Source: an optimization exercise on an open RTL-to-GDS flow (aim: small area, a short achievable clock period and few clock cycles per item). Production flows keep margins and buffers that such runs may drop.
The RTL was checked by simulation tests, not by an equivalence proof against the original design.
No activity file was given, so power comes from the tool's default toggle rates. The clock port is modelled as an ideal driver; clocking choices that lean on that would not hold on a real chip.

`design/flow/flow/run.sh`:
```
#!/bin/bash
set -euo pipefail
cat >> config.mk <<'CFG'
export SETUP_SLACK_MARGIN = 5.3
export BUFFER_PORTS_ARGS = -buffer_cell sky130_fd_sc_hd__buf_2
export CTS_ARGS = -sink_clustering_enable -repair_clock_nets -sink_clustering_size 30 -sink_clustering_max_diameter 100 -dont_use_dummy_load
CFG
bash standard.sh > standard_run.log 2>&1
```
`design/flow/standard.sh`:
```
#!/bin/bash
# synth_recipe.tcl (not shown) runs the flow's synth.tcl, then flattens the netlist and writes it again
# the make line also repeats each setting of config.mk as NAME=value (left out here)
make -C /OpenROAD-flow-scripts/flow DESIGN_CONFIG=/design/flow/config.mk WORK_HOME=/design/flow/orfs CLKGATE_MAP_FILE= SYNTH_SCRIPT=/design/flow/synth_recipe.tcl "${@:-finish}"
```
`design/flow/config.mk`:
```
export PLATFORM = sky130hd
export DESIGN_NAME = sys_matmul_stream
export DESIGN_NICKNAME = sys_matmul_stream
export VERILOG_FILES = /design/flow/design.v
export SDC_FILE = /design/flow/constraint.sdc
export NUM_CORES = 4
export LEC_CHECK = 0
export ABC_CLOCK_PERIOD_IN_PS = 2000
export CAP_MARGIN = 20
export CORE_MARGIN = 2
export CORE_UTILIZATION = 55
export CTS_CLUSTER_DIAMETER = 100
export CTS_CLUSTER_SIZE = 30
export SLEW_MARGIN = 20
export SETUP_SLACK_MARGIN = 5.3
export BUFFER_PORTS_ARGS = -buffer_cell sky130_fd_sc_hd__buf_2
export CTS_ARGS = -sink_clustering_enable -repair_clock_nets -sink_clustering_size 30 -sink_clustering_max_diameter 100 -dont_use_dummy_load
```
`design/flow/constraint.sdc`:
```
create_clock -name core_clock -period 8.0 [get_ports {CLK}]
set_input_delay 1.6000 -clock core_clock [delete_from_list [all_inputs] [get_ports {CLK}]]
set_output_delay 1.6000 -clock core_clock [all_outputs]
set_load 0.01 [all_outputs]
```
`design/flow/design.v`:
```
module sys_matmul_stream #(
  parameter int N      = 3,
  parameter int DW     = 8,
  parameter int ACC_W  = 2*DW + $clog2(N),
  parameter int SIGNED = 0
) (
  input  logic             CLK,
  input  logic             rst_n,
  input  logic             vld_in,
  output logic             rdy_in,
  input  logic [DW-1:0]    a,
  input  logic [DW-1:0]    b,
  input  logic             keep,
  output logic             vld_out,
  input  logic             rdy_out,
  output logic [ACC_W-1:0] c,
  output logic             last_out,
  output logic             busy,
  output logic [1:0]       dbg_state
);
  function automatic logic [8:0] rot1(input logic [8:0] x);
    rot1 = {x[7:0], x[8]};
  endfunction
  function automatic logic [8:0] rot2(input logic [8:0] x);
    rot2 = {x[6:0], x[8:7]};
  endfunction
  function automatic logic [8:0] rotm2(input logic [8:0] x);
    rotm2 = {x[1:0], x[8:2]};
  endfunction
  logic [8:0] ph;           
  logic [8:0] lb;           
  logic       lpar;         
  logic       lkeep;        
  logic       have_prev;    
  logic       cact;         
  logic       ot;           
  logic       cfull;        
  logic [8:0] cp;           
  logic       cpar;
  logic       ckeep;
  logic [8:0] op;           
  logic [8:0] U;            
  logic       av, bv;       
  logic       cpass;        
  logic       r_rdy, r_vld, r_last, r_busy, r_dbg0;
  logic [ACC_W-1:0] c_r;
  logic [DW-1:0] a_q, b_q;
  logic          v_q, wpar_q;
  logic [DW-1:0] R [9];
  logic [DW-1:0] E;
  logic [DW-1:0] W0b0 [2];      
  logic [DW-1:0] W0b1, W0b2;
  logic [DW-1:0] W1b0 [2];
  logic [DW-1:0] W1b1, W1b2;
  logic [DW-1:0] W2b0 [2];
  logic [DW-1:0] W2b1, W2b2;
  logic [ACC_W-1:0] L0s, L0c;
  logic [ACC_W-1:0] L [1:8];
  logic hs_in, hs_out;
  assign hs_in  = vld_in && r_rdy;
  assign hs_out = r_vld && rdy_out;
  logic [8:0] e_m;          
  logic       m_ready, m_fire;
  assign e_m = rot2(ph);
  assign m_ready = cfull || e_m[0] || ((e_m[1] || e_m[3] || e_m[4]) && lb[8]);
  assign m_fire  = cact && ot && m_ready && !U[6];
  logic [8:0] ph_n, lb_n, cp_n, op_n, U_n;
  logic       lpar_n, lkeep_n, have_prev_n, cact_n, cfull_n, cpar_n, ckeep_n;
  logic       idle, hold;
  logic       vld_n, rdy_n, busy_n;
  logic [ACC_W-1:0] L1_n;
  assign idle = lb[0] && !cact && !(|U) && !av && !bv;
  function automatic logic rdy_calc(input logic [8:0] ph_x, input logic [8:0] lb_x,
                                    input logic cact_x, input logic cfull_x,
                                    input logic [8:0] cp_x, input logic ot_x,
                                    input logic u3, input logic u4, input logic u5);
    logic [8:0] done_b;    
    done_b = 9'd0;
    if (lb_x[0])            done_b = 9'b111111110;
    if (lb_x[1])            done_b = 9'b111110000;
    if (lb_x[2])            done_b = 9'b110000000;
    if (lb_x[3] || lb_x[6]) done_b = 9'b110000000;
    if (lb_x[4] || lb_x[7]) done_b = 9'b100000000;
    rdy_calc = |(ph_x & lb_x) &&
               (!cact_x || !cfull_x || |(cp_x & done_b) || (ot_x && !u3 && !u4 && !u5));
  endfunction
  logic [8:0] cp_m;         
  logic       cact_m;
  logic [8:0] ph_h0;        
  logic       rdy_h1, rdy_h0, vld_o1, vld_o0, blk_o1, blk_o0, clr, busy_b;
  logic       cact_h1, cfull_h1;
  logic       ot_h;         
  logic [8:0] cp_h1;
  always_comb begin
    cp_m   = m_fire ? rot1(cp) : cp;
    ot_h   = m_fire || |(cp & rot1(rot2(ph)));
    cact_m = cact && !(m_fire && cp[8]);
    cact_h1  = cact_m || lb[6];
    cfull_h1 = lb[6] ? 1'b0 : (cfull || lb[8]);
    cp_h1    = lb[6] ? 9'd1 : cp_m;
    rdy_h1   = rdy_calc(rot1(ph), rot1(lb), cact_h1, cfull_h1, cp_h1, ot_h, U[3], U[4], U[5]);
    ph_h0    = (!have_prev && idle) ? 9'd1 : rot1(ph);
    rdy_h0   = rdy_calc(ph_h0, lb, cact_m, cfull, cp_m, ot_h, U[3], U[4], U[5]);
    blk_o1 = cact_m && !cfull && ((op[8] && !cp_m[0]) || (op[0] && cp_m[2]));
    blk_o0 = cact_m && !cfull && ((op[0] && !cp_m[0]) || (op[1] && cp_m[2]));
    vld_o1 = |(rot1(op) & rotm2(rot1(ph))) && U[0];
    vld_o0 = |(op & rotm2(rot1(ph))) && U[0];
    clr    = hs_in && (lb[6] || lb[8]);
    busy_b = !lb[0] || cact_m || (|U[8:2]) || U[0] || bv || m_fire || av;
  end
  always_comb begin
    hold        = !have_prev && idle && !hs_in;
    ph_n        = hold ? 9'd1 : rot1(ph);
    lb_n        = hs_in ? rot1(lb) : lb;
    lpar_n      = lpar ^ (hs_in && lb[8]);
    lkeep_n     = (hs_in && lb[0]) ? (keep && have_prev) : lkeep;
    have_prev_n = have_prev || (hs_in && lb[8]);
    cact_n      = cact_m;
    cp_n        = cp_m;
    cfull_n     = cfull;
    cpar_n      = cpar;
    ckeep_n     = ckeep;
    if (hs_in && lb[6]) begin
      cact_n  = 1'b1;
      cp_n    = 9'd1;
      cfull_n = 1'b0;
      cpar_n  = lpar;
      ckeep_n = lkeep;
    end
    if (hs_in && lb[8]) cfull_n = 1'b1;
    op_n   = hs_out ? rot1(op) : op;
    U_n    = {U[7:2], U[1] && !hs_out, U[0], bv || U[8]};
    vld_n  = hs_out ? (vld_o1 && (!blk_o1 || clr)) : (vld_o0 && (!blk_o0 || clr));
    rdy_n  = hs_in ? rdy_h1 : rdy_h0;
    busy_n = hs_in || busy_b || (U[1] && !hs_out);
  end
  always_ff @(posedge CLK) begin
    if (!rst_n) begin
      ph        <= 9'd1;
      lb        <= 9'd1;
      lpar      <= 1'b0;
      lkeep     <= 1'b0;
      have_prev <= 1'b0;
      cact      <= 1'b0;
      ot        <= 1'b0;
      cfull     <= 1'b0;
      cp        <= 9'd1;
      cpar      <= 1'b0;
      ckeep     <= 1'b0;
      op        <= 9'd1;
      U         <= '0;
      av        <= 1'b0;
      bv        <= 1'b0;
      v_q       <= 1'b0;
      r_rdy     <= 1'b1;
      r_vld     <= 1'b0;
      r_last    <= 1'b0;
      r_busy    <= 1'b0;
      r_dbg0    <= 1'b0;
      c_r       <= '0;
    end else begin
      ph        <= ph_n;
      lb        <= lb_n;
      lpar      <= lpar_n;
      lkeep     <= lkeep_n;
      have_prev <= have_prev_n;
      cact      <= cact_n;
      ot        <= (hs_in && lb[6]) || ot_h;
      cfull     <= cfull_n;
      cp        <= cp_n;
      cpar      <= cpar_n;
      ckeep     <= ckeep_n;
      op        <= op_n;
      U         <= U_n;
      av        <= m_fire;
      bv        <= av;
      v_q       <= hs_in;
      r_rdy     <= rdy_n;
      r_vld     <= vld_n;
      r_last    <= hs_out ? (vld_o1 && (!blk_o1 || clr) && op[7]) : (vld_o0 && (!blk_o0 || clr) && op[8]);
      r_busy    <= busy_n;
      r_dbg0    <= !rdy_n && !vld_n;
      c_r       <= vld_n ? L1_n : '0;
    end
  end
  logic wb0, wb1, wb2;      
  assign wb0 = v_q && (ph[1] || ph[2] || ph[3]);
  assign wb1 = v_q && (ph[4] || ph[5] || ph[6]);
  assign wb2 = v_q && (ph[7] || ph[8] || ph[0]);
  always_ff @(posedge CLK) begin
    a_q    <= a;
    b_q    <= b;
    wpar_q <= lpar;
    cpass  <= ckeep || !m_fire;
    R[0]   <= v_q ? a_q : R[8];
    for (int i = 1; i < 9; i++) R[i] <= R[i-1];
    E      <= R[8];
    W0b0[0] <= W1b0[0];
    W0b0[1] <= W1b0[1];
    W0b1   <= W1b1;
    W0b2   <= W1b2;
    W1b0[0] <= W2b0[0];
    W1b0[1] <= W2b0[1];
    W1b1   <= W2b1;
    W1b2   <= W2b2;
    W2b0[0] <= (wb0 && !wpar_q) ? b_q : W0b0[0];
    W2b0[1] <= (wb0 &&  wpar_q) ? b_q : W0b0[1];
    W2b1    <= wb1 ? b_q : W0b1;
    W2b2    <= wb2 ? b_q : W0b2;
  end
  logic [DW-1:0] x0, x1, x2, y0, y1, y2;
  logic rs0, rs1, rs2;      
  logic fwd_a, fwd_b;
  assign rs0   = m_fire && ph[7];
  assign rs1   = m_fire && ph[1];
  assign rs2   = m_fire && ph[4];
  assign fwd_a = v_q && ph[7];
  assign fwd_b = v_q && (ph[7] || ph[8] || ph[0]);
  always_comb begin
    if (ph[7])      begin x0 = R[5]; x1 = R[2]; x2 = fwd_a ? a_q : R[8]; end
    else if (ph[1]) begin x0 = R[7]; x1 = R[4]; x2 = R[1]; end
    else            begin x0 = E;    x1 = R[6]; x2 = R[3]; end
    y0 = W0b0[cpar];
    y1 = W0b1;
    y2 = fwd_b ? b_q : W0b2;
  end
  logic [DW-1:0] X0, X1, X2, Y0, Y1, Y2;
  always_ff @(posedge CLK) begin
    if (rs0 || rs1 || rs2) begin
      X0 <= x0; X1 <= x1; X2 <= x2;
    end
    Y0 <= m_fire ? y0 : '0;
    Y1 <= m_fire ? y1 : '0;
    Y2 <= m_fire ? y2 : '0;
  end
  logic [DW-1:0] pp0 [DW];
  logic [DW-1:0] pp1 [DW];
  logic [DW-1:0] pp2 [DW];
  logic [ACC_W-1:0] cpm;
  always_comb begin
    for (int i = 0; i < DW; i++) begin
      pp0[i] = X0[i] ? Y0 : '0;
      pp1[i] = X1[i] ? Y1 : '0;
      pp2[i] = X2[i] ? Y2 : '0;
    end
    cpm = cpass ? L[7] : '0;
  end
  logic [ACC_W-1:0] sum_r0, sum_r1;
  logic [1:0] ra0;
  logic [1:0] ra1;
  logic [0:0] ra2;
  logic [2:0] ra3;
  logic [3:0] ra4;
  logic [4:0] ra5;
  logic [5:0] ra6;
  logic [6:0] ra7;
  logic [7:0] ra8;
  logic [7:0] ra9;
  logic [6:0] ra10;
  logic [5:0] ra11;
  logic [4:0] ra12;
  logic [3:0] ra13;
  logic [2:0] ra14;
  logic [1:0] ra15;
  logic [1:0] ra16;
  logic [0:0] ra17;
  logic tas1;
  logic tac2;
  logic tas3;
  logic tac4;
  logic tas5;
  logic tac6;
  logic tas7;
  logic tac8;
  logic tas9;
  logic tac10;
  logic tas11;
  logic tac12;
  logic tas13;
  logic tac14;
  logic tas15;
  logic tac16;
  logic tas17;
  logic tac18;
  logic tas19;
  logic tac20;
  logic tas21;
  logic tac22;
  logic tas23;
  logic tac24;
  logic tas25;
  logic tac26;
  logic tas27;
  logic tac28;
  logic tas29;
  logic tac30;
  logic tas31;
  logic tac32;
  logic tas33;
  logic tac34;
  logic tas35;
  logic tac36;
  logic tas37;
  logic tac38;
  logic tas39;
  logic tac40;
  logic tas41;
  logic tac42;
  logic tas43;
  logic tac44;
  logic tas45;
  logic tac46;
  logic tas47;
  logic tac48;
  logic tas49;
  logic tac50;
  logic tas51;
  logic tac52;
  logic tas53;
  logic tac54;
  logic tas55;
  logic tac56;
  logic tas57;
  logic tac58;
  logic tas59;
  logic tac60;
  logic tas61;
  logic tac62;
  logic tas63;
  logic tac64;
  logic tas65;
  logic tac66;
  logic tas67;
  logic tac68;
  logic tas69;
  logic tac70;
  logic tas71;
  logic tac72;
  logic tas73;
  logic tac74;
  logic tas75;
  logic tac76;
  logic tas77;
  logic tac78;
  logic tas79;
  logic tac80;
  logic tas81;
  logic tac82;
  logic tas83;
  logic tac84;
  logic tas85;
  logic tac86;
  logic tas87;
  logic tac88;
  logic tas89;
  logic tac90;
  logic tas91;
  logic tac92;
  logic tas93;
  logic tac94;
  logic tas95;
  logic tac96;
  logic tas97;
  logic tac98;
  logic tas99;
  logic tac100;
  logic tas101;
  logic tac102;
  logic tas103;
  logic tac104;
  logic tas105;
  logic tac106;
  logic tas107;
  logic tac108;
  logic tas109;
  logic tac110;
  logic tas111;
  logic tac112;
  logic tas113;
  logic tac114;
  logic tas115;
  logic tac116;
  logic tas117;
  logic tac118;
  logic tas119;
  logic tac120;
  logic tas121;
  logic tac122;
  logic tas123;
  logic tac124;
  logic tas125;
  logic tac126;
  logic tas127;
  logic tac128;
  logic tas129;
  logic tac130;
  logic tas131;
  logic tac132;
  logic tas133;
  logic tac134;
  logic tas135;
  logic tac136;
  logic tas137;
  logic tac138;
  logic tas139;
  logic tac140;
  logic tas141;
  logic tac142;
  logic tas143;
  logic tac144;
  logic tas145;
  logic tac146;
  logic tas147;
  logic tac148;
  logic tas149;
  logic tac150;
  logic tas151;
  logic tac152;
  logic tas153;
  logic tac154;
  logic tas155;
  logic tac156;
  logic tas157;
  logic tac158;
  logic tas159;
  logic tac160;
  logic tas161;
  logic tac162;
  logic tas163;
  logic tac164;
  logic tas165;
  logic tac166;
  logic tas167;
  logic tac168;
  logic tas169;
  logic tac170;
  logic tas171;
  logic tac172;
  logic tas173;
  logic tac174;
  logic tas175;
  logic tac176;
  logic tas177;
  logic tac178;
  logic tas179;
  logic tac180;
  logic tas181;
  logic tac182;
  logic tas183;
  logic tac184;
  logic tas185;
  logic tac186;
  logic tas187;
  logic tac188;
  logic tas189;
  logic tac190;
  logic tas191;
  logic tac192;
  logic tas193;
  logic tac194;
  logic tas195;
  logic tac196;
  logic tas197;
  logic tac198;
  logic tas199;
  logic tac200;
  logic tas201;
  logic tac202;
  logic tas203;
  logic tac204;
  logic tas205;
  logic tac206;
  logic tas207;
  logic tac208;
  logic tas209;
  logic tac210;
  logic tas211;
  logic tac212;
  logic tas213;
  logic tac214;
  logic tas215;
  logic tac216;
  logic tas217;
  logic tac218;
  logic tas219;
  logic tac220;
  logic tas221;
  logic tac222;
  logic tas223;
  logic tac224;
  logic tas225;
  logic tac226;
  logic tas227;
  logic tac228;
  logic tas229;
  logic tac230;
  logic tas231;
  logic tac232;
  logic tas233;
  logic tac234;
  logic tas235;
  logic tac236;
  logic tas237;
  logic tac238;
  logic tas239;
  logic tac240;
  logic tas241;
  logic tac242;
  logic tas243;
  logic tac244;
  logic tas245;
  logic tac246;
  logic tas247;
  logic tac248;
  logic tas249;
  logic tac250;
  logic tas251;
  logic tac252;
  logic tas253;
  logic tac254;
  logic tas255;
  logic tac256;
  logic tas257;
  logic tac258;
  logic tas259;
  logic tac260;
  logic tas261;
  logic tac262;
  logic tas263;
  logic tac264;
  logic tas265;
  logic tac266;
  logic tas267;
  logic tac268;
  logic tbs269;
  logic tbc270;
  logic tbs271;
  logic tbc272;
  logic tbs273;
  logic tbc274;
  logic tbs275;
  logic tbc276;
  logic tbs277;
  logic tbc278;
  logic tbs279;
  logic tbc280;
  logic tbs281;
  logic tbc282;
  logic tbs283;
  logic tbc284;
  logic tbs285;
  logic tbc286;
  logic tbs287;
  logic tbc288;
  logic tbs289;
  logic tbc290;
  logic tbs291;
  logic tbc292;
  logic tbs293;
  logic tbc294;
  logic tbs295;
  logic tbc296;
  logic tbs297;
  logic tbc298;
  logic tbs299;
  logic tbc300;
  logic tbs301;
  logic tbc302;
  logic tbs303;
  logic tbc304;
  logic tbs305;
  logic tbc306;
  logic tbs307;
  logic tbc308;
  logic tbs309;
  logic tbc310;
  logic tbs311;
  logic tbc312;
  logic tbs313;
  logic tbc314;
  logic tbs315;
  logic tbc316;
  logic tbs317;
  logic tbc318;
  logic tbs319;
  logic tbc320;
  logic tbs321;
  logic tbc322;
  logic tbs323;
  logic tbc324;
  logic tbs325;
  logic tbc326;
  logic tbs327;
  logic tbc328;
  logic tbs329;
  logic tbc330;
  logic tbs331;
  logic tbc332;
  logic tbs333;
  logic tbc334;
  logic tbs335;
  logic tbc336;
  logic tbs337;
  logic tbc338;
  logic tbs339;
  logic tbc340;
  logic tbs341;
  logic tbc342;
  logic tbs343;
  logic tbc344;
  logic tbs345;
  logic tbc346;
  logic tbs347;
  logic tbc348;
  logic tbs349;
  logic tbc350;
  logic tbs351;
  logic tbc352;
  logic tbs353;
  logic tbc354;
  logic tbs355;
  logic tbc356;
  logic tbs357;
  logic tbc358;
  logic tbs359;
  logic tbc360;
  logic tbs361;
  logic tbc362;
  logic tbs363;
  logic tbc364;
  logic tbs365;
  logic tbc366;
  assign tas1 = pp0[0][0] ^ pp1[0][0] ^ pp2[0][0];
  assign tac2 = (pp0[0][0] & pp1[0][0]) | (pp0[0][0] & pp2[0][0]) | (pp1[0][0] & pp2[0][0]);
  assign tas3 = pp0[0][1] ^ pp0[1][0] ^ pp1[0][1];
  assign tac4 = (pp0[0][1] & pp0[1][0]) | (pp0[0][1] & pp1[0][1]) | (pp0[1][0] & pp1[0][1]);
  assign tas5 = pp1[1][0] ^ pp2[0][1] ^ pp2[1][0];
  assign tac6 = (pp1[1][0] & pp2[0][1]) | (pp1[1][0] & pp2[1][0]) | (pp2[0][1] & pp2[1][0]);
  assign tas7 = cpm[1] ^ tac2 ^ tas3;
  assign tac8 = (cpm[1] & tac2) | (cpm[1] & tas3) | (tac2 & tas3);
  assign tas9 = pp0[0][2] ^ pp0[1][1] ^ pp0[2][0];
  assign tac10 = (pp0[0][2] & pp0[1][1]) | (pp0[0][2] & pp0[2][0]) | (pp0[1][1] & pp0[2][0]);
  assign tas11 = pp1[0][2] ^ pp1[1][1] ^ pp1[2][0];
  assign tac12 = (pp1[0][2] & pp1[1][1]) | (pp1[0][2] & pp1[2][0]) | (pp1[1][1] & pp1[2][0]);
  assign tas13 = pp2[0][2] ^ pp2[1][1] ^ pp2[2][0];
  assign tac14 = (pp2[0][2] & pp2[1][1]) | (pp2[0][2] & pp2[2][0]) | (pp2[1][1] & pp2[2][0]);
  assign tas15 = cpm[2] ^ tac4 ^ tac6;
  assign tac16 = (cpm[2] & tac4) | (cpm[2] & tac6) | (tac4 & tac6);
  assign tas17 = tas9 ^ tas11 ^ tas13;
  assign tac18 = (tas9 & tas11) | (tas9 & tas13) | (tas11 & tas13);
  assign tas19 = tac8 ^ tas15 ^ tas17;
  assign tac20 = (tac8 & tas15) | (tac8 & tas17) | (tas15 & tas17);
  assign tas21 = pp0[0][3] ^ pp0[1][2] ^ pp0[2][1];
  assign tac22 = (pp0[0][3] & pp0[1][2]) | (pp0[0][3] & pp0[2][1]) | (pp0[1][2] & pp0[2][1]);
  assign tas23 = pp0[3][0] ^ pp1[0][3] ^ pp1[1][2];
  assign tac24 = (pp0[3][0] & pp1[0][3]) | (pp0[3][0] & pp1[1][2]) | (pp1[0][3] & pp1[1][2]);
  assign tas25 = pp1[2][1] ^ pp1[3][0] ^ pp2[0][3];
  assign tac26 = (pp1[2][1] & pp1[3][0]) | (pp1[2][1] & pp2[0][3]) | (pp1[3][0] & pp2[0][3]);
  assign tas27 = pp2[1][2] ^ pp2[2][1] ^ pp2[3][0];
  assign tac28 = (pp2[1][2] & pp2[2][1]) | (pp2[1][2] & pp2[3][0]) | (pp2[2][1] & pp2[3][0]);
  assign tas29 = cpm[3] ^ tac10 ^ tac12;
  assign tac30 = (cpm[3] & tac10) | (cpm[3] & tac12) | (tac10 & tac12);
  assign tas31 = tac14 ^ tas21 ^ tas23;
  assign tac32 = (tac14 & tas21) | (tac14 & tas23) | (tas21 & tas23);
  assign tas33 = tas25 ^ tas27 ^ tac16;
  assign tac34 = (tas25 & tas27) | (tas25 & tac16) | (tas27 & tac16);
  assign tas35 = tac18 ^ tas29 ^ tas31;
  assign tac36 = (tac18 & tas29) | (tac18 & tas31) | (tas29 & tas31);
  assign tas37 = pp0[0][4] ^ pp0[1][3] ^ pp0[2][2];
  assign tac38 = (pp0[0][4] & pp0[1][3]) | (pp0[0][4] & pp0[2][2]) | (pp0[1][3] & pp0[2][2]);
  assign tas39 = pp0[3][1] ^ pp0[4][0] ^ pp1[0][4];
  assign tac40 = (pp0[3][1] & pp0[4][0]) | (pp0[3][1] & pp1[0][4]) | (pp0[4][0] & pp1[0][4]);
  assign tas41 = pp1[1][3] ^ pp1[2][2] ^ pp1[3][1];
  assign tac42 = (pp1[1][3] & pp1[2][2]) | (pp1[1][3] & pp1[3][1]) | (pp1[2][2] & pp1[3][1]);
  assign tas43 = pp1[4][0] ^ pp2[0][4] ^ pp2[1][3];
  assign tac44 = (pp1[4][0] & pp2[0][4]) | (pp1[4][0] & pp2[1][3]) | (pp2[0][4] & pp2[1][3]);
  assign tas45 = pp2[2][2] ^ pp2[3][1] ^ pp2[4][0];
  assign tac46 = (pp2[2][2] & pp2[3][1]) | (pp2[2][2] & pp2[4][0]) | (pp2[3][1] & pp2[4][0]);
  assign tas47 = cpm[4] ^ tac22 ^ tac24;
  assign tac48 = (cpm[4] & tac22) | (cpm[4] & tac24) | (tac22 & tac24);
  assign tas49 = tac26 ^ tac28 ^ tas37;
  assign tac50 = (tac26 & tac28) | (tac26 & tas37) | (tac28 & tas37);
  assign tas51 = tas39 ^ tas41 ^ tas43;
  assign tac52 = (tas39 & tas41) | (tas39 & tas43) | (tas41 & tas43);
  assign tas53 = tas45 ^ tac30 ^ tac32;
  assign tac54 = (tas45 & tac30) | (tas45 & tac32) | (tac30 & tac32);
  assign tas55 = tas47 ^ tas49 ^ tas51;
  assign tac56 = (tas47 & tas49) | (tas47 & tas51) | (tas49 & tas51);
  assign tas57 = pp0[0][5] ^ pp0[1][4] ^ pp0[2][3];
  assign tac58 = (pp0[0][5] & pp0[1][4]) | (pp0[0][5] & pp0[2][3]) | (pp0[1][4] & pp0[2][3]);
  assign tas59 = pp0[3][2] ^ pp0[4][1] ^ pp0[5][0];
  assign tac60 = (pp0[3][2] & pp0[4][1]) | (pp0[3][2] & pp0[5][0]) | (pp0[4][1] & pp0[5][0]);
  assign tas61 = pp1[0][5] ^ pp1[1][4] ^ pp1[2][3];
  assign tac62 = (pp1[0][5] & pp1[1][4]) | (pp1[0][5] & pp1[2][3]) | (pp1[1][4] & pp1[2][3]);
  assign tas63 = pp1[3][2] ^ pp1[4][1] ^ pp1[5][0];
  assign tac64 = (pp1[3][2] & pp1[4][1]) | (pp1[3][2] & pp1[5][0]) | (pp1[4][1] & pp1[5][0]);
  assign tas65 = pp2[0][5] ^ pp2[1][4] ^ pp2[2][3];
  assign tac66 = (pp2[0][5] & pp2[1][4]) | (pp2[0][5] & pp2[2][3]) | (pp2[1][4] & pp2[2][3]);
  assign tas67 = pp2[3][2] ^ pp2[4][1] ^ pp2[5][0];
  assign tac68 = (pp2[3][2] & pp2[4][1]) | (pp2[3][2] & pp2[5][0]) | (pp2[4][1] & pp2[5][0]);
  assign tas69 = cpm[5] ^ tac38 ^ tac40;
  assign tac70 = (cpm[5] & tac38) | (cpm[5] & tac40) | (tac38 & tac40);
  assign tas71 = tac42 ^ tac44 ^ tac46;
  assign tac72 = (tac42 & tac44) | (tac42 & tac46) | (tac44 & tac46);
  assign tas73 = tas57 ^ tas59 ^ tas61;
  assign tac74 = (tas57 & tas59) | (tas57 & tas61) | (tas59 & tas61);
  assign tas75 = tas63 ^ tas65 ^ tas67;
  assign tac76 = (tas63 & tas65) | (tas63 & tas67) | (tas65 & tas67);
  assign tas77 = tac48 ^ tac50 ^ tac52;
  assign tac78 = (tac48 & tac50) | (tac48 & tac52) | (tac50 & tac52);
  assign tas79 = tas69 ^ tas71 ^ tas73;
  assign tac80 = (tas69 & tas71) | (tas69 & tas73) | (tas71 & tas73);
  assign tas81 = pp0[0][6] ^ pp0[1][5] ^ pp0[2][4];
  assign tac82 = (pp0[0][6] & pp0[1][5]) | (pp0[0][6] & pp0[2][4]) | (pp0[1][5] & pp0[2][4]);
  assign tas83 = pp0[3][3] ^ pp0[4][2] ^ pp0[5][1];
  assign tac84 = (pp0[3][3] & pp0[4][2]) | (pp0[3][3] & pp0[5][1]) | (pp0[4][2] & pp0[5][1]);
  assign tas85 = pp0[6][0] ^ pp1[0][6] ^ pp1[1][5];
  assign tac86 = (pp0[6][0] & pp1[0][6]) | (pp0[6][0] & pp1[1][5]) | (pp1[0][6] & pp1[1][5]);
  assign tas87 = pp1[2][4] ^ pp1[3][3] ^ pp1[4][2];
  assign tac88 = (pp1[2][4] & pp1[3][3]) | (pp1[2][4] & pp1[4][2]) | (pp1[3][3] & pp1[4][2]);
  assign tas89 = pp1[5][1] ^ pp1[6][0] ^ pp2[0][6];
  assign tac90 = (pp1[5][1] & pp1[6][0]) | (pp1[5][1] & pp2[0][6]) | (pp1[6][0] & pp2[0][6]);
  assign tas91 = pp2[1][5] ^ pp2[2][4] ^ pp2[3][3];
  assign tac92 = (pp2[1][5] & pp2[2][4]) | (pp2[1][5] & pp2[3][3]) | (pp2[2][4] & pp2[3][3]);
  assign tas93 = pp2[4][2] ^ pp2[5][1] ^ pp2[6][0];
  assign tac94 = (pp2[4][2] & pp2[5][1]) | (pp2[4][2] & pp2[6][0]) | (pp2[5][1] & pp2[6][0]);
  assign tas95 = cpm[6] ^ tac58 ^ tac60;
  assign tac96 = (cpm[6] & tac58) | (cpm[6] & tac60) | (tac58 & tac60);
  assign tas97 = tac62 ^ tac64 ^ tac66;
  assign tac98 = (tac62 & tac64) | (tac62 & tac66) | (tac64 & tac66);
  assign tas99 = tac68 ^ tas81 ^ tas83;
  assign tac100 = (tac68 & tas81) | (tac68 & tas83) | (tas81 & tas83);
  assign tas101 = tas85 ^ tas87 ^ tas89;
  assign tac102 = (tas85 & tas87) | (tas85 & tas89) | (tas87 & tas89);
  assign tas103 = tas91 ^ tas93 ^ tac70;
  assign tac104 = (tas91 & tas93) | (tas91 & tac70) | (tas93 & tac70);
  assign tas105 = tac72 ^ tac74 ^ tac76;
  assign tac106 = (tac72 & tac74) | (tac72 & tac76) | (tac74 & tac76);
  assign tas107 = tas95 ^ tas97 ^ tas99;
  assign tac108 = (tas95 & tas97) | (tas95 & tas99) | (tas97 & tas99);
  assign tas109 = pp0[0][7] ^ pp0[1][6] ^ pp0[2][5];
  assign tac110 = (pp0[0][7] & pp0[1][6]) | (pp0[0][7] & pp0[2][5]) | (pp0[1][6] & pp0[2][5]);
  assign tas111 = pp0[3][4] ^ pp0[4][3] ^ pp0[5][2];
  assign tac112 = (pp0[3][4] & pp0[4][3]) | (pp0[3][4] & pp0[5][2]) | (pp0[4][3] & pp0[5][2]);
  assign tas113 = pp0[6][1] ^ pp0[7][0] ^ pp1[0][7];
  assign tac114 = (pp0[6][1] & pp0[7][0]) | (pp0[6][1] & pp1[0][7]) | (pp0[7][0] & pp1[0][7]);
  assign tas115 = pp1[1][6] ^ pp1[2][5] ^ pp1[3][4];
  assign tac116 = (pp1[1][6] & pp1[2][5]) | (pp1[1][6] & pp1[3][4]) | (pp1[2][5] & pp1[3][4]);
  assign tas117 = pp1[4][3] ^ pp1[5][2] ^ pp1[6][1];
  assign tac118 = (pp1[4][3] & pp1[5][2]) | (pp1[4][3] & pp1[6][1]) | (pp1[5][2] & pp1[6][1]);
  assign tas119 = pp1[7][0] ^ pp2[0][7] ^ pp2[1][6];
  assign tac120 = (pp1[7][0] & pp2[0][7]) | (pp1[7][0] & pp2[1][6]) | (pp2[0][7] & pp2[1][6]);
  assign tas121 = pp2[2][5] ^ pp2[3][4] ^ pp2[4][3];
  assign tac122 = (pp2[2][5] & pp2[3][4]) | (pp2[2][5] & pp2[4][3]) | (pp2[3][4] & pp2[4][3]);
  assign tas123 = pp2[5][2] ^ pp2[6][1] ^ pp2[7][0];
  assign tac124 = (pp2[5][2] & pp2[6][1]) | (pp2[5][2] & pp2[7][0]) | (pp2[6][1] & pp2[7][0]);
  assign tas125 = cpm[7] ^ tac82 ^ tac84;
  assign tac126 = (cpm[7] & tac82) | (cpm[7] & tac84) | (tac82 & tac84);
  assign tas127 = tac86 ^ tac88 ^ tac90;
  assign tac128 = (tac86 & tac88) | (tac86 & tac90) | (tac88 & tac90);
  assign tas129 = tac92 ^ tac94 ^ tas109;
  assign tac130 = (tac92 & tac94) | (tac92 & tas109) | (tac94 & tas109);
  assign tas131 = tas111 ^ tas113 ^ tas115;
  assign tac132 = (tas111 & tas113) | (tas111 & tas115) | (tas113 & tas115);
  assign tas133 = tas117 ^ tas119 ^ tas121;
  assign tac134 = (tas117 & tas119) | (tas117 & tas121) | (tas119 & tas121);
  assign tas135 = tas123 ^ tac96 ^ tac98;
  assign tac136 = (tas123 & tac96) | (tas123 & tac98) | (tac96 & tac98);
  assign tas137 = tac100 ^ tac102 ^ tas125;
  assign tac138 = (tac100 & tac102) | (tac100 & tas125) | (tac102 & tas125);
  assign tas139 = tas127 ^ tas129 ^ tas131;
  assign tac140 = (tas127 & tas129) | (tas127 & tas131) | (tas129 & tas131);
  assign tas141 = pp0[1][7] ^ pp0[2][6] ^ pp0[3][5];
  assign tac142 = (pp0[1][7] & pp0[2][6]) | (pp0[1][7] & pp0[3][5]) | (pp0[2][6] & pp0[3][5]);
  assign tas143 = pp0[4][4] ^ pp0[5][3] ^ pp0[6][2];
  assign tac144 = (pp0[4][4] & pp0[5][3]) | (pp0[4][4] & pp0[6][2]) | (pp0[5][3] & pp0[6][2]);
  assign tas145 = pp0[7][1] ^ pp1[1][7] ^ pp1[2][6];
  assign tac146 = (pp0[7][1] & pp1[1][7]) | (pp0[7][1] & pp1[2][6]) | (pp1[1][7] & pp1[2][6]);
  assign tas147 = pp1[3][5] ^ pp1[4][4] ^ pp1[5][3];
  assign tac148 = (pp1[3][5] & pp1[4][4]) | (pp1[3][5] & pp1[5][3]) | (pp1[4][4] & pp1[5][3]);
  assign tas149 = pp1[6][2] ^ pp1[7][1] ^ pp2[1][7];
  assign tac150 = (pp1[6][2] & pp1[7][1]) | (pp1[6][2] & pp2[1][7]) | (pp1[7][1] & pp2[1][7]);
  assign tas151 = pp2[2][6] ^ pp2[3][5] ^ pp2[4][4];
  assign tac152 = (pp2[2][6] & pp2[3][5]) | (pp2[2][6] & pp2[4][4]) | (pp2[3][5] & pp2[4][4]);
  assign tas153 = pp2[5][3] ^ pp2[6][2] ^ pp2[7][1];
  assign tac154 = (pp2[5][3] & pp2[6][2]) | (pp2[5][3] & pp2[7][1]) | (pp2[6][2] & pp2[7][1]);
  assign tas155 = cpm[8] ^ tac110 ^ tac112;
  assign tac156 = (cpm[8] & tac110) | (cpm[8] & tac112) | (tac110 & tac112);
  assign tas157 = tac114 ^ tac116 ^ tac118;
  assign tac158 = (tac114 & tac116) | (tac114 & tac118) | (tac116 & tac118);
  assign tas159 = tac120 ^ tac122 ^ tac124;
  assign tac160 = (tac120 & tac122) | (tac120 & tac124) | (tac122 & tac124);
  assign tas161 = tas141 ^ tas143 ^ tas145;
  assign tac162 = (tas141 & tas143) | (tas141 & tas145) | (tas143 & tas145);
  assign tas163 = tas147 ^ tas149 ^ tas151;
  assign tac164 = (tas147 & tas149) | (tas147 & tas151) | (tas149 & tas151);
  assign tas165 = tas153 ^ tac126 ^ tac128;
  assign tac166 = (tas153 & tac126) | (tas153 & tac128) | (tac126 & tac128);
  assign tas167 = tac130 ^ tac132 ^ tac134;
  assign tac168 = (tac130 & tac132) | (tac130 & tac134) | (tac132 & tac134);
  assign tas169 = tas155 ^ tas157 ^ tas159;
  assign tac170 = (tas155 & tas157) | (tas155 & tas159) | (tas157 & tas159);
  assign tas171 = pp0[2][7] ^ pp0[3][6] ^ pp0[4][5];
  assign tac172 = (pp0[2][7] & pp0[3][6]) | (pp0[2][7] & pp0[4][5]) | (pp0[3][6] & pp0[4][5]);
  assign tas173 = pp0[5][4] ^ pp0[6][3] ^ pp0[7][2];
  assign tac174 = (pp0[5][4] & pp0[6][3]) | (pp0[5][4] & pp0[7][2]) | (pp0[6][3] & pp0[7][2]);
  assign tas175 = pp1[2][7] ^ pp1[3][6] ^ pp1[4][5];
  assign tac176 = (pp1[2][7] & pp1[3][6]) | (pp1[2][7] & pp1[4][5]) | (pp1[3][6] & pp1[4][5]);
  assign tas177 = pp1[5][4] ^ pp1[6][3] ^ pp1[7][2];
  assign tac178 = (pp1[5][4] & pp1[6][3]) | (pp1[5][4] & pp1[7][2]) | (pp1[6][3] & pp1[7][2]);
  assign tas179 = pp2[2][7] ^ pp2[3][6] ^ pp2[4][5];
  assign tac180 = (pp2[2][7] & pp2[3][6]) | (pp2[2][7] & pp2[4][5]) | (pp2[3][6] & pp2[4][5]);
  assign tas181 = pp2[5][4] ^ pp2[6][3] ^ pp2[7][2];
  assign tac182 = (pp2[5][4] & pp2[6][3]) | (pp2[5][4] & pp2[7][2]) | (pp2[6][3] & pp2[7][2]);
  assign tas183 = cpm[9] ^ tac142 ^ tac144;
  assign tac184 = (cpm[9] & tac142) | (cpm[9] & tac144) | (tac142 & tac144);
  assign tas185 = tac146 ^ tac148 ^ tac150;
  assign tac186 = (tac146 & tac148) | (tac146 & tac150) | (tac148 & tac150);
  assign tas187 = tac152 ^ tac154 ^ tas171;
  assign tac188 = (tac152 & tac154) | (tac152 & tas171) | (tac154 & tas171);
  assign tas189 = tas173 ^ tas175 ^ tas177;
  assign tac190 = (tas173 & tas175) | (tas173 & tas177) | (tas175 & tas177);
  assign tas191 = tas179 ^ tas181 ^ tac156;
  assign tac192 = (tas179 & tas181) | (tas179 & tac156) | (tas181 & tac156);
  assign tas193 = tac158 ^ tac160 ^ tac162;
  assign tac194 = (tac158 & tac160) | (tac158 & tac162) | (tac160 & tac162);
  assign tas195 = tac164 ^ tas183 ^ tas185;
  assign tac196 = (tac164 & tas183) | (tac164 & tas185) | (tas183 & tas185);
  assign tas197 = pp0[3][7] ^ pp0[4][6] ^ pp0[5][5];
  assign tac198 = (pp0[3][7] & pp0[4][6]) | (pp0[3][7] & pp0[5][5]) | (pp0[4][6] & pp0[5][5]);
  assign tas199 = pp0[6][4] ^ pp0[7][3] ^ pp1[3][7];
  assign tac200 = (pp0[6][4] & pp0[7][3]) | (pp0[6][4] & pp1[3][7]) | (pp0[7][3] & pp1[3][7]);
  assign tas201 = pp1[4][6] ^ pp1[5][5] ^ pp1[6][4];
  assign tac202 = (pp1[4][6] & pp1[5][5]) | (pp1[4][6] & pp1[6][4]) | (pp1[5][5] & pp1[6][4]);
  assign tas203 = pp1[7][3] ^ pp2[3][7] ^ pp2[4][6];
  assign tac204 = (pp1[7][3] & pp2[3][7]) | (pp1[7][3] & pp2[4][6]) | (pp2[3][7] & pp2[4][6]);
  assign tas205 = pp2[5][5] ^ pp2[6][4] ^ pp2[7][3];
  assign tac206 = (pp2[5][5] & pp2[6][4]) | (pp2[5][5] & pp2[7][3]) | (pp2[6][4] & pp2[7][3]);
  assign tas207 = cpm[10] ^ tac172 ^ tac174;
  assign tac208 = (cpm[10] & tac172) | (cpm[10] & tac174) | (tac172 & tac174);
  assign tas209 = tac176 ^ tac178 ^ tac180;
  assign tac210 = (tac176 & tac178) | (tac176 & tac180) | (tac178 & tac180);
  assign tas211 = tac182 ^ tas197 ^ tas199;
  assign tac212 = (tac182 & tas197) | (tac182 & tas199) | (tas197 & tas199);
  assign tas213 = tas201 ^ tas203 ^ tas205;
  assign tac214 = (tas201 & tas203) | (tas201 & tas205) | (tas203 & tas205);
  assign tas215 = tac184 ^ tac186 ^ tac188;
  assign tac216 = (tac184 & tac186) | (tac184 & tac188) | (tac186 & tac188);
  assign tas217 = tac190 ^ tas207 ^ tas209;
  assign tac218 = (tac190 & tas207) | (tac190 & tas209) | (tas207 & tas209);
  assign tas219 = pp0[4][7] ^ pp0[5][6] ^ pp0[6][5];
  assign tac220 = (pp0[4][7] & pp0[5][6]) | (pp0[4][7] & pp0[6][5]) | (pp0[5][6] & pp0[6][5]);
  assign tas221 = pp0[7][4] ^ pp1[4][7] ^ pp1[5][6];
  assign tac222 = (pp0[7][4] & pp1[4][7]) | (pp0[7][4] & pp1[5][6]) | (pp1[4][7] & pp1[5][6]);
  assign tas223 = pp1[6][5] ^ pp1[7][4] ^ pp2[4][7];
  assign tac224 = (pp1[6][5] & pp1[7][4]) | (pp1[6][5] & pp2[4][7]) | (pp1[7][4] & pp2[4][7]);
  assign tas225 = pp2[5][6] ^ pp2[6][5] ^ pp2[7][4];
  assign tac226 = (pp2[5][6] & pp2[6][5]) | (pp2[5][6] & pp2[7][4]) | (pp2[6][5] & pp2[7][4]);
  assign tas227 = cpm[11] ^ tac198 ^ tac200;
  assign tac228 = (cpm[11] & tac198) | (cpm[11] & tac200) | (tac198 & tac200);
  assign tas229 = tac202 ^ tac204 ^ tac206;
  assign tac230 = (tac202 & tac204) | (tac202 & tac206) | (tac204 & tac206);
  assign tas231 = tas219 ^ tas221 ^ tas223;
  assign tac232 = (tas219 & tas221) | (tas219 & tas223) | (tas221 & tas223);
  assign tas233 = tas225 ^ tac208 ^ tac210;
  assign tac234 = (tas225 & tac208) | (tas225 & tac210) | (tac208 & tac210);
  assign tas235 = tac212 ^ tac214 ^ tas227;
  assign tac236 = (tac212 & tac214) | (tac212 & tas227) | (tac214 & tas227);
  assign tas237 = pp0[5][7] ^ pp0[6][6] ^ pp0[7][5];
  assign tac238 = (pp0[5][7] & pp0[6][6]) | (pp0[5][7] & pp0[7][5]) | (pp0[6][6] & pp0[7][5]);
  assign tas239 = pp1[5][7] ^ pp1[6][6] ^ pp1[7][5];
  assign tac240 = (pp1[5][7] & pp1[6][6]) | (pp1[5][7] & pp1[7][5]) | (pp1[6][6] & pp1[7][5]);
  assign tas241 = pp2[5][7] ^ pp2[6][6] ^ pp2[7][5];
  assign tac242 = (pp2[5][7] & pp2[6][6]) | (pp2[5][7] & pp2[7][5]) | (pp2[6][6] & pp2[7][5]);
  assign tas243 = cpm[12] ^ tac220 ^ tac222;
  assign tac244 = (cpm[12] & tac220) | (cpm[12] & tac222) | (tac220 & tac222);
  assign tas245 = tac224 ^ tac226 ^ tas237;
  assign tac246 = (tac224 & tac226) | (tac224 & tas237) | (tac226 & tas237);
  assign tas247 = tas239 ^ tas241 ^ tac228;
  assign tac248 = (tas239 & tas241) | (tas239 & tac228) | (tas241 & tac228);
  assign tas249 = tac230 ^ tac232 ^ tas243;
  assign tac250 = (tac230 & tac232) | (tac230 & tas243) | (tac232 & tas243);
  assign tas251 = pp0[6][7] ^ pp0[7][6] ^ pp1[6][7];
  assign tac252 = (pp0[6][7] & pp0[7][6]) | (pp0[6][7] & pp1[6][7]) | (pp0[7][6] & pp1[6][7]);
  assign tas253 = pp1[7][6] ^ pp2[6][7] ^ pp2[7][6];
  assign tac254 = (pp1[7][6] & pp2[6][7]) | (pp1[7][6] & pp2[7][6]) | (pp2[6][7] & pp2[7][6]);
  assign tas255 = cpm[13] ^ tac238 ^ tac240;
  assign tac256 = (cpm[13] & tac238) | (cpm[13] & tac240) | (tac238 & tac240);
  assign tas257 = tac242 ^ tas251 ^ tas253;
  assign tac258 = (tac242 & tas251) | (tac242 & tas253) | (tas251 & tas253);
  assign tas259 = tac244 ^ tac246 ^ tas255;
  assign tac260 = (tac244 & tac246) | (tac244 & tas255) | (tac246 & tas255);
  assign tas261 = pp0[7][7] ^ pp1[7][7] ^ pp2[7][7];
  assign tac262 = (pp0[7][7] & pp1[7][7]) | (pp0[7][7] & pp2[7][7]) | (pp1[7][7] & pp2[7][7]);
  assign tas263 = cpm[14] ^ tac252 ^ tac254;
  assign tac264 = (cpm[14] & tac252) | (cpm[14] & tac254) | (tac252 & tac254);
  assign tas265 = tas261 ^ tac256 ^ tac258;
  assign tac266 = (tas261 & tac256) | (tas261 & tac258) | (tac256 & tac258);
  assign tas267 = cpm[15] ^ tac262 ^ tac264;
  assign tac268 = (cpm[15] & tac262) | (cpm[15] & tac264) | (tac262 & tac264);
  always_ff @(posedge CLK) begin
    ra0 <= {tas1, cpm[0]};
    ra1 <= {tas7, tas5};
    ra2 <= {tas19};
    ra3 <= {tas35, tas33, tac20};
    ra4 <= {tas55, tas53, tac36, tac34};
    ra5 <= {tas79, tas77, tac56, tac54, tas75};
    ra6 <= {tas107, tas105, tas103, tac80, tac78, tas101};
    ra7 <= {tas139, tas137, tas135, tac108, tac106, tac104, tas133};
    ra8 <= {tas169, tas167, tas165, tac140, tac138, tac136, tas163, tas161};
    ra9 <= {tas195, tas193, tas191, tac170, tac168, tac166, tas189, tas187};
    ra10 <= {tas217, tas215, tac196, tac194, tac192, tas213, tas211};
    ra11 <= {tas235, tas233, tac218, tac216, tas231, tas229};
    ra12 <= {tas249, tas247, tac236, tac234, tas245};
    ra13 <= {tas259, tac250, tac248, tas257};
    ra14 <= {tas265, tac260, tas263};
    ra15 <= {tas267, tac266};
    ra16 <= {tac268, cpm[16]};
    ra17 <= {cpm[17]};
  end
  assign tbs269 = ra7[0] ^ ra7[1];
  assign tbc270 = ra7[0] & ra7[1];
  assign tbs271 = ra8[0] ^ ra8[1] ^ ra8[2];
  assign tbc272 = (ra8[0] & ra8[1]) | (ra8[0] & ra8[2]) | (ra8[1] & ra8[2]);
  assign tbs273 = ra8[3] ^ ra8[4];
  assign tbc274 = ra8[3] & ra8[4];
  assign tbs275 = ra9[0] ^ ra9[1] ^ ra9[2];
  assign tbc276 = (ra9[0] & ra9[1]) | (ra9[0] & ra9[2]) | (ra9[1] & ra9[2]);
  assign tbs277 = ra9[3] ^ ra9[4] ^ ra9[5];
  assign tbc278 = (ra9[3] & ra9[4]) | (ra9[3] & ra9[5]) | (ra9[4] & ra9[5]);
  assign tbs279 = ra10[0] ^ ra10[1] ^ ra10[2];
  assign tbc280 = (ra10[0] & ra10[1]) | (ra10[0] & ra10[2]) | (ra10[1] & ra10[2]);
  assign tbs281 = ra10[3] ^ ra10[4];
  assign tbc282 = ra10[3] & ra10[4];
  assign tbs283 = ra11[0] ^ ra11[1] ^ ra11[2];
  assign tbc284 = (ra11[0] & ra11[1]) | (ra11[0] & ra11[2]) | (ra11[1] & ra11[2]);
  assign tbs285 = ra5[0] ^ ra5[1];
  assign tbc286 = ra5[0] & ra5[1];
  assign tbs287 = ra6[0] ^ ra6[1] ^ ra6[2];
  assign tbc288 = (ra6[0] & ra6[1]) | (ra6[0] & ra6[2]) | (ra6[1] & ra6[2]);
  assign tbs289 = ra6[3] ^ ra6[4];
  assign tbc290 = ra6[3] & ra6[4];
  assign tbs291 = ra7[2] ^ ra7[3] ^ ra7[4];
  assign tbc292 = (ra7[2] & ra7[3]) | (ra7[2] & ra7[4]) | (ra7[3] & ra7[4]);
  assign tbs293 = ra7[5] ^ ra7[6] ^ tbs269;
  assign tbc294 = (ra7[5] & ra7[6]) | (ra7[5] & tbs269) | (ra7[6] & tbs269);
  assign tbs295 = ra8[5] ^ ra8[6] ^ ra8[7];
  assign tbc296 = (ra8[5] & ra8[6]) | (ra8[5] & ra8[7]) | (ra8[6] & ra8[7]);
  assign tbs297 = tbs271 ^ tbs273 ^ tbc270;
  assign tbc298 = (tbs271 & tbs273) | (tbs271 & tbc270) | (tbs273 & tbc270);
  assign tbs299 = ra9[6] ^ ra9[7] ^ tbs275;
  assign tbc300 = (ra9[6] & ra9[7]) | (ra9[6] & tbs275) | (ra9[7] & tbs275);
  assign tbs301 = tbs277 ^ tbc272 ^ tbc274;
  assign tbc302 = (tbs277 & tbc272) | (tbs277 & tbc274) | (tbc272 & tbc274);
  assign tbs303 = ra10[5] ^ ra10[6] ^ tbs279;
  assign tbc304 = (ra10[5] & ra10[6]) | (ra10[5] & tbs279) | (ra10[6] & tbs279);
  assign tbs305 = tbs281 ^ tbc276 ^ tbc278;
  assign tbc306 = (tbs281 & tbc276) | (tbs281 & tbc278) | (tbc276 & tbc278);
  assign tbs307 = ra11[3] ^ ra11[4] ^ ra11[5];
  assign tbc308 = (ra11[3] & ra11[4]) | (ra11[3] & ra11[5]) | (ra11[4] & ra11[5]);
  assign tbs309 = tbs283 ^ tbc280 ^ tbc282;
  assign tbc310 = (tbs283 & tbc280) | (tbs283 & tbc282) | (tbc280 & tbc282);
  assign tbs311 = ra12[0] ^ ra12[1] ^ ra12[2];
  assign tbc312 = (ra12[0] & ra12[1]) | (ra12[0] & ra12[2]) | (ra12[1] & ra12[2]);
  assign tbs313 = ra12[3] ^ ra12[4] ^ tbc284;
  assign tbc314 = (ra12[3] & ra12[4]) | (ra12[3] & tbc284) | (ra12[4] & tbc284);
  assign tbs315 = ra13[0] ^ ra13[1] ^ ra13[2];
  assign tbc316 = (ra13[0] & ra13[1]) | (ra13[0] & ra13[2]) | (ra13[1] & ra13[2]);
  assign tbs317 = ra4[0] ^ ra4[1];
  assign tbc318 = ra4[0] & ra4[1];
  assign tbs319 = ra5[2] ^ ra5[3] ^ ra5[4];
  assign tbc320 = (ra5[2] & ra5[3]) | (ra5[2] & ra5[4]) | (ra5[3] & ra5[4]);
  assign tbs321 = ra6[5] ^ tbs287 ^ tbs289;
  assign tbc322 = (ra6[5] & tbs287) | (ra6[5] & tbs289) | (tbs287 & tbs289);
  assign tbs323 = tbs291 ^ tbs293 ^ tbc288;
  assign tbc324 = (tbs291 & tbs293) | (tbs291 & tbc288) | (tbs293 & tbc288);
  assign tbs325 = tbs295 ^ tbs297 ^ tbc292;
  assign tbc326 = (tbs295 & tbs297) | (tbs295 & tbc292) | (tbs297 & tbc292);
  assign tbs327 = tbs299 ^ tbs301 ^ tbc296;
  assign tbc328 = (tbs299 & tbs301) | (tbs299 & tbc296) | (tbs301 & tbc296);
  assign tbs329 = tbs303 ^ tbs305 ^ tbc300;
  assign tbc330 = (tbs303 & tbs305) | (tbs303 & tbc300) | (tbs305 & tbc300);
  assign tbs331 = tbs307 ^ tbs309 ^ tbc304;
  assign tbc332 = (tbs307 & tbs309) | (tbs307 & tbc304) | (tbs309 & tbc304);
  assign tbs333 = tbs311 ^ tbs313 ^ tbc308;
  assign tbc334 = (tbs311 & tbs313) | (tbs311 & tbc308) | (tbs313 & tbc308);
  assign tbs335 = ra13[3] ^ tbs315 ^ tbc312;
  assign tbc336 = (ra13[3] & tbs315) | (ra13[3] & tbc312) | (tbs315 & tbc312);
  assign tbs337 = ra14[0] ^ ra14[1] ^ ra14[2];
  assign tbc338 = (ra14[0] & ra14[1]) | (ra14[0] & ra14[2]) | (ra14[1] & ra14[2]);
  assign tbs339 = ra3[0] ^ ra3[1];
  assign tbc340 = ra3[0] & ra3[1];
  assign tbs341 = ra4[2] ^ ra4[3] ^ tbs317;
  assign tbc342 = (ra4[2] & ra4[3]) | (ra4[2] & tbs317) | (ra4[3] & tbs317);
  assign tbs343 = tbs285 ^ tbs319 ^ tbc318;
  assign tbc344 = (tbs285 & tbs319) | (tbs285 & tbc318) | (tbs319 & tbc318);
  assign tbs345 = tbc286 ^ tbs321 ^ tbc320;
  assign tbc346 = (tbc286 & tbs321) | (tbc286 & tbc320) | (tbs321 & tbc320);
  assign tbs347 = tbc290 ^ tbs323 ^ tbc322;
  assign tbc348 = (tbc290 & tbs323) | (tbc290 & tbc322) | (tbs323 & tbc322);
  assign tbs349 = tbc294 ^ tbs325 ^ tbc324;
  assign tbc350 = (tbc294 & tbs325) | (tbc294 & tbc324) | (tbs325 & tbc324);
  assign tbs351 = tbc298 ^ tbs327 ^ tbc326;
  assign tbc352 = (tbc298 & tbs327) | (tbc298 & tbc326) | (tbs327 & tbc326);
  assign tbs353 = tbc302 ^ tbs329 ^ tbc328;
  assign tbc354 = (tbc302 & tbs329) | (tbc302 & tbc328) | (tbs329 & tbc328);
  assign tbs355 = tbc306 ^ tbs331 ^ tbc330;
  assign tbc356 = (tbc306 & tbs331) | (tbc306 & tbc330) | (tbs331 & tbc330);
  assign tbs357 = tbc310 ^ tbs333 ^ tbc332;
  assign tbc358 = (tbc310 & tbs333) | (tbc310 & tbc332) | (tbs333 & tbc332);
  assign tbs359 = tbc314 ^ tbs335 ^ tbc334;
  assign tbc360 = (tbc314 & tbs335) | (tbc314 & tbc334) | (tbs335 & tbc334);
  assign tbs361 = tbc316 ^ tbs337 ^ tbc336;
  assign tbc362 = (tbc316 & tbs337) | (tbc316 & tbc336) | (tbs337 & tbc336);
  assign tbs363 = ra15[0] ^ ra15[1] ^ tbc338;
  assign tbc364 = (ra15[0] & ra15[1]) | (ra15[0] & tbc338) | (ra15[1] & tbc338);
  assign tbs365 = ra16[0] ^ ra16[1];
  assign tbc366 = ra16[0] & ra16[1];
  assign sum_r0 = {ra17[0], tbs365, tbs363, tbs361, tbs359, tbs357, tbs355, tbs353, tbs351, tbs349, tbs347, tbs345, tbs343, tbs341, ra3[2], ra2[0], ra1[0], ra0[0]};
  assign sum_r1 = {tbc366, tbc364, tbc362, tbc360, tbc358, tbc356, tbc354, tbc352, tbc350, tbc348, tbc346, tbc344, tbc342, tbc340, tbs339, 1'b0, ra1[1], ra0[1]};
  assign L1_n = L0s + L0c;
  always_ff @(posedge CLK) begin
    L0s  <= sum_r0;
    L0c  <= sum_r1;
    L[1] <= L1_n;
    for (int i = 2; i <= 8; i++) L[i] <= L[i-1];
  end
  assign rdy_in    = r_rdy;
  assign vld_out   = r_vld;
  assign last_out  = r_last;
  assign busy      = r_busy;
  assign dbg_state = {r_vld, r_dbg0};
  assign c         = c_r;
endmodule
```
==> run summary <==
The post-synthesis share of cell area spent on full adders, half adders and majority gates came out at 0.189. The final worst clock skew is approximately 31 ps. The clock-pin slew on the worst setup and hold paths is 110 ps.

After synthesis, the largest family of logic cells by area is adder cells. The first-pass GRT wire length is 61,600 um. The count of input and output buffers is 44.

The signal on the critical path passes through buf_2. The depth of the worst register-to-register path came out at 6. Timing would allow up to between 0.3 and 0.4 GHz. The initialized floorplan defines 70 standard-cell rows. The maximum number of pins on one net before global-route repair is 59. STA classifies the critical path startpoint as a register. Of the cells placed in the final design, the portion with a size suffix greater than 1 is 0.0857. The worst setup path is captured at an output pin.

The largest incremental delay on the critical path came out at approximately 370 ps. Synthesis inferred roughly 560 register bits. The XOR/XNOR share of the synthesized area came out at 0.00693.

Pin placement for this block handled 45 I/O pins. The number of global-route vias before repair is 11,100. For the pin with the worst max-slew slack, the measured transition is 869 ps. The final weighted congestion in routability-driven placement is a little under 0.9. The synthesized net count came out at 1,840.

For this run, the leading register cell type out of synthesis is dfxtp_1. The distinct cell type count after synthesis came out at 57. The internal reg-to-reg setup slack is 5380 ps. The total number of vias came out at roughly 11,000. The die height is about 200 um. The final net count is 1,879. The kind of cell with the highest combined delay along the critical path is flip-flops.

The effective utilization at floorplan is 0.555. The compound-gate portion of the synthesized area came to 0.0475. The flow ran to the end and the layout has no timing, DRC or antenna violations. The final global-route overflow total came out at 0.

The top cell types in the final layout, fill and taps aside, are dfxtp_1, and2_1, fa_1. The average footprint of a synthesized cell is 12.5 um2. From left edge to right edge, the die measures 196 um.

The deepest clock path buffer count is 3. The number of max-slew violations in the final report is 0. The floorplan step defined a die boundary enclosing between 30,000 and 40,000 um2.

The number of antenna violations at the first check in global routing came out at 0. The final period utilization came out at 0.333. The core region is roughly 36,000 um2. The number of buffer and inverter stages on the critical path came out at 1. The power density over the cells came out at roughly 200 nW/um2. The area growth from synthesis to layout is 6.84%. Setup repair after global routing could not meet its margin everywhere. The aggregate negative setup slack came out at 0 ps. The number of max-cap violations came out at 0.

The data arrival time of the worst path came out at 1060 ps. In this run the remaining antenna-violating nets after routing total 0. The placed wire-length estimate after detailed placement is approximately 29,000 um.

The count of endpoints failing setup in the final report is 0. The TritonCTS sink count is 558. The number of iterations in the first detailed-routing pass came out at 8.

In the routed layout, each cell is associated on average with a via count of around 5. The number of instances in the synthesized netlist came out at 1,619. The maximum fanout encountered on the critical timing path is 4. In this run the number of cells on the critical path is 1. The post-synthesis instance area is between 20,000 and 25,000 um2. The number of remaining DRC errors came out at 0. In the global route stage, overall resource usage came out at 0.207.

The library cell used most frequently in the layout, excluding fill and tap cells, is dfxtp_1. The worst flop-to-flop path startpoint is X2[0]. The average detailed-routed wire length per instance came out at 18.0 um.

TritonCTS built the clock tree. The endpoint of the lowest-slack register-to-register path is ra4[3]. The worst-skew pair later-pin latency is ~570 ps. The slowest library cell on the worst path is dfxtp_2. The start-to-end type of the worst setup path is register to output pin. The worst hold path was traced through 0 stages. The data required time at the worst endpoint came out at approximately 6400 ps. The critical path starts at r_vld. The overall power is between 4 and 5 mW. The worst voltage drop across the vdd grid came out at approximately 190 uV. The worst hold-check slack is about 330 ps.

CTS built an H-tree with a depth of 1. In this run the worst hold path is classified as register to register. The wire length reported by the detailed router came out at ~38,000 um. The number of hold violations in the final report came to 0. Of the total synthesized cell area, the portion taken by AND, OR, NAND and NOR gates is 0.115. Headroom to the max-slew limit came out at 0.419.

Yosys printed 9 warnings. The static leakage power came out at 9.47 nW. The clock buffer count from CTS is 22.

The time the worst path needs with I/O delays and setup is ~2700 ps. The share of flip-flops with an asynchronous set or reset after synthesis is 0. The tree is rooted in a clkbuf_16. Following the worst setup path forward leads to its endpoint at dbg_state[1].

The share of synthesized area occupied by flip-flops and latches is 0.564. The multiplexer fraction of the synthesized cell area came out at 0.0389. The initial DRC count came out at 724. The antenna diode count is 0. The number of enable flip-flop cells after synthesis is 24.
-- routing by layer --
layer | part of all wire | GRT usage
met1 | 0.49 | 0.306
met2 | 0.45 | 0.329
met3 | 0.044 | 0.0260
met4 | 0.021 | 0.0455
met5 | 0 | 0
-- worst reg2reg max path, delay by kind of cell (launching register included) --
family / cells / cell delay, ps
fa+ha+maj: 3 / 1600
buf+inv: 2 / 130
flops: 1 / 600
simple gates: 1 / 260
-- worst min path at each step --
stage,slack (ps),startpoint,endpoint
2_1_floorplan,310,ra0[1],L0c[0]
3_3_place_gp,310,L[2][0],L[3][0]
3_5_place_dp,310,L[2][0],L[3][0]
4_1_cts,340,L[2][17],L[3][17]
5_1_grt,340,L[1][16],L[2][16]
6_report,330,W1b2[0],W0b2[0]
-- stage by stage --
| stage | instance area, um2 | setup WS, ps | std cells | utilization |
|---|---|---|---|---|
| floorplan | 20300 | 5300 | 1619 | - |
| global placement | 20900 | 4520 | 2099 | 0.575 |
| detailed placement | 20900 | 4400 | 2099 | 0.575 |
| CTS | 21500 | 5310 | 2121 | 0.591 |
| global route | 21600 | 5280 | 2124 | 0.593 |
| finish | 21600 | 5340 | 2124 | 0.593 |
-- logic make-up after synthesis --
logic type / count (synthesis)
xor gates and xnor gates: 16
adders and majority gates: 200
buffers and inverters: 201
AOI/OAI and AO/OA: 138
and+or+nand+nor: 433
DFF: 558
muxes: 73
-- synth_stat cells (4+ instances only) --
library cell | count | area, um2
a222oi_1 | 4 | 40.0
a22oi_1 | 9 | 67.6
inv_1 | 161 | 604
nand2_1 | 130 | 488
and3_1 | 5 | 31.3
nor3_1 | 10 | 50.1
a22o_1 | 5 | 43.8
clkbuf_1 | 28 | 105
fa_1 | 176 | 3520
nand2b_1 | 7 | 43.8
nor2b_1 | 8 | 50.1
edfxtp_1 | 24 | 721
nand3_1 | 13 | 65.1
buf_1 | 5 | 18.8
dfxtp_1 | 534 | 10700
nand4_1 | 5 | 31.3
o21ai_0 | 28 | 140
o21a_1 | 10 | 75.1
mux2_2 | 40 | 450
o31ai_1 | 5 | 37.5
and3b_1 | 14 | 123
ha_1 | 24 | 300
nor2_1 | 32 | 120
a221oi_1 | 5 | 43.8
mux2i_1 | 32 | 320
a21boi_0 | 23 | 173
xnor2_1 | 13 | 114
and2_1 | 199 | 1240
a21oi_1 | 23 | 115
-- state kept, by name (all words and copies together) (netlist names), 16 cells and up --
register and flops:
L 126, L0s 18, W2b0 16, R 72
W1b0 16, L0c 17, c_r 18, W0b0 16
-- report_power, final --
part           total (mW)  switching [mW]  internal, mW  leakage [nW]
sequential           3.00          0.0553          2.94          4.57
clock                1.27           0.773         0.497         0.271
combinational       0.123          0.0625        0.0609          4.62
-- repair_timing --
action	in CTS	in global routing
buffers inserted	0	3
resized for setup	15	6
hold buffers	0	0
setup endpoints to repair	29	26
pin swaps	0	1
-- final cells by class --
type | instances | area, um2
Fill cell | 3001 | 14800
Sequential cell | 558 | 11400
Multi-Input combinational cell | 860 | 8130
Inverter | 161 | 604
Tap cell | 468 | 586
Clock buffer | 22 | 551
Timing Repair Buffer | 55 | 315
Testbench counts, summed over its fixed seeds: cycles 14,488, items 1,600.

re-timing with driven ports:
How much do the figures lean on ideal ports? The routed layout below was timed once more, with nothing changed but the port constraints.
Step 1: set_driving_cell puts a clkbuf_16 on CLK and a buf_2 on each other input, an assumption about the parent block.
Step 2 times the ports against the registers' clock, not the clock port: input delays grow and output delays shrink by t, the midpoint of the rising clock arrivals with the driver on.
Three values: ideal, step 1, step 2; two values: the first two.
shift t [ns]: 0.607
setup WS [ns]: 5.337 / 5.281 / 4.788
worst setup path at the end: input to register
After both steps setup and hold are still met in this run. For this run, drivers alone change the setup slack by -0.056 ns; drivers and shift together by -0.549 ns.
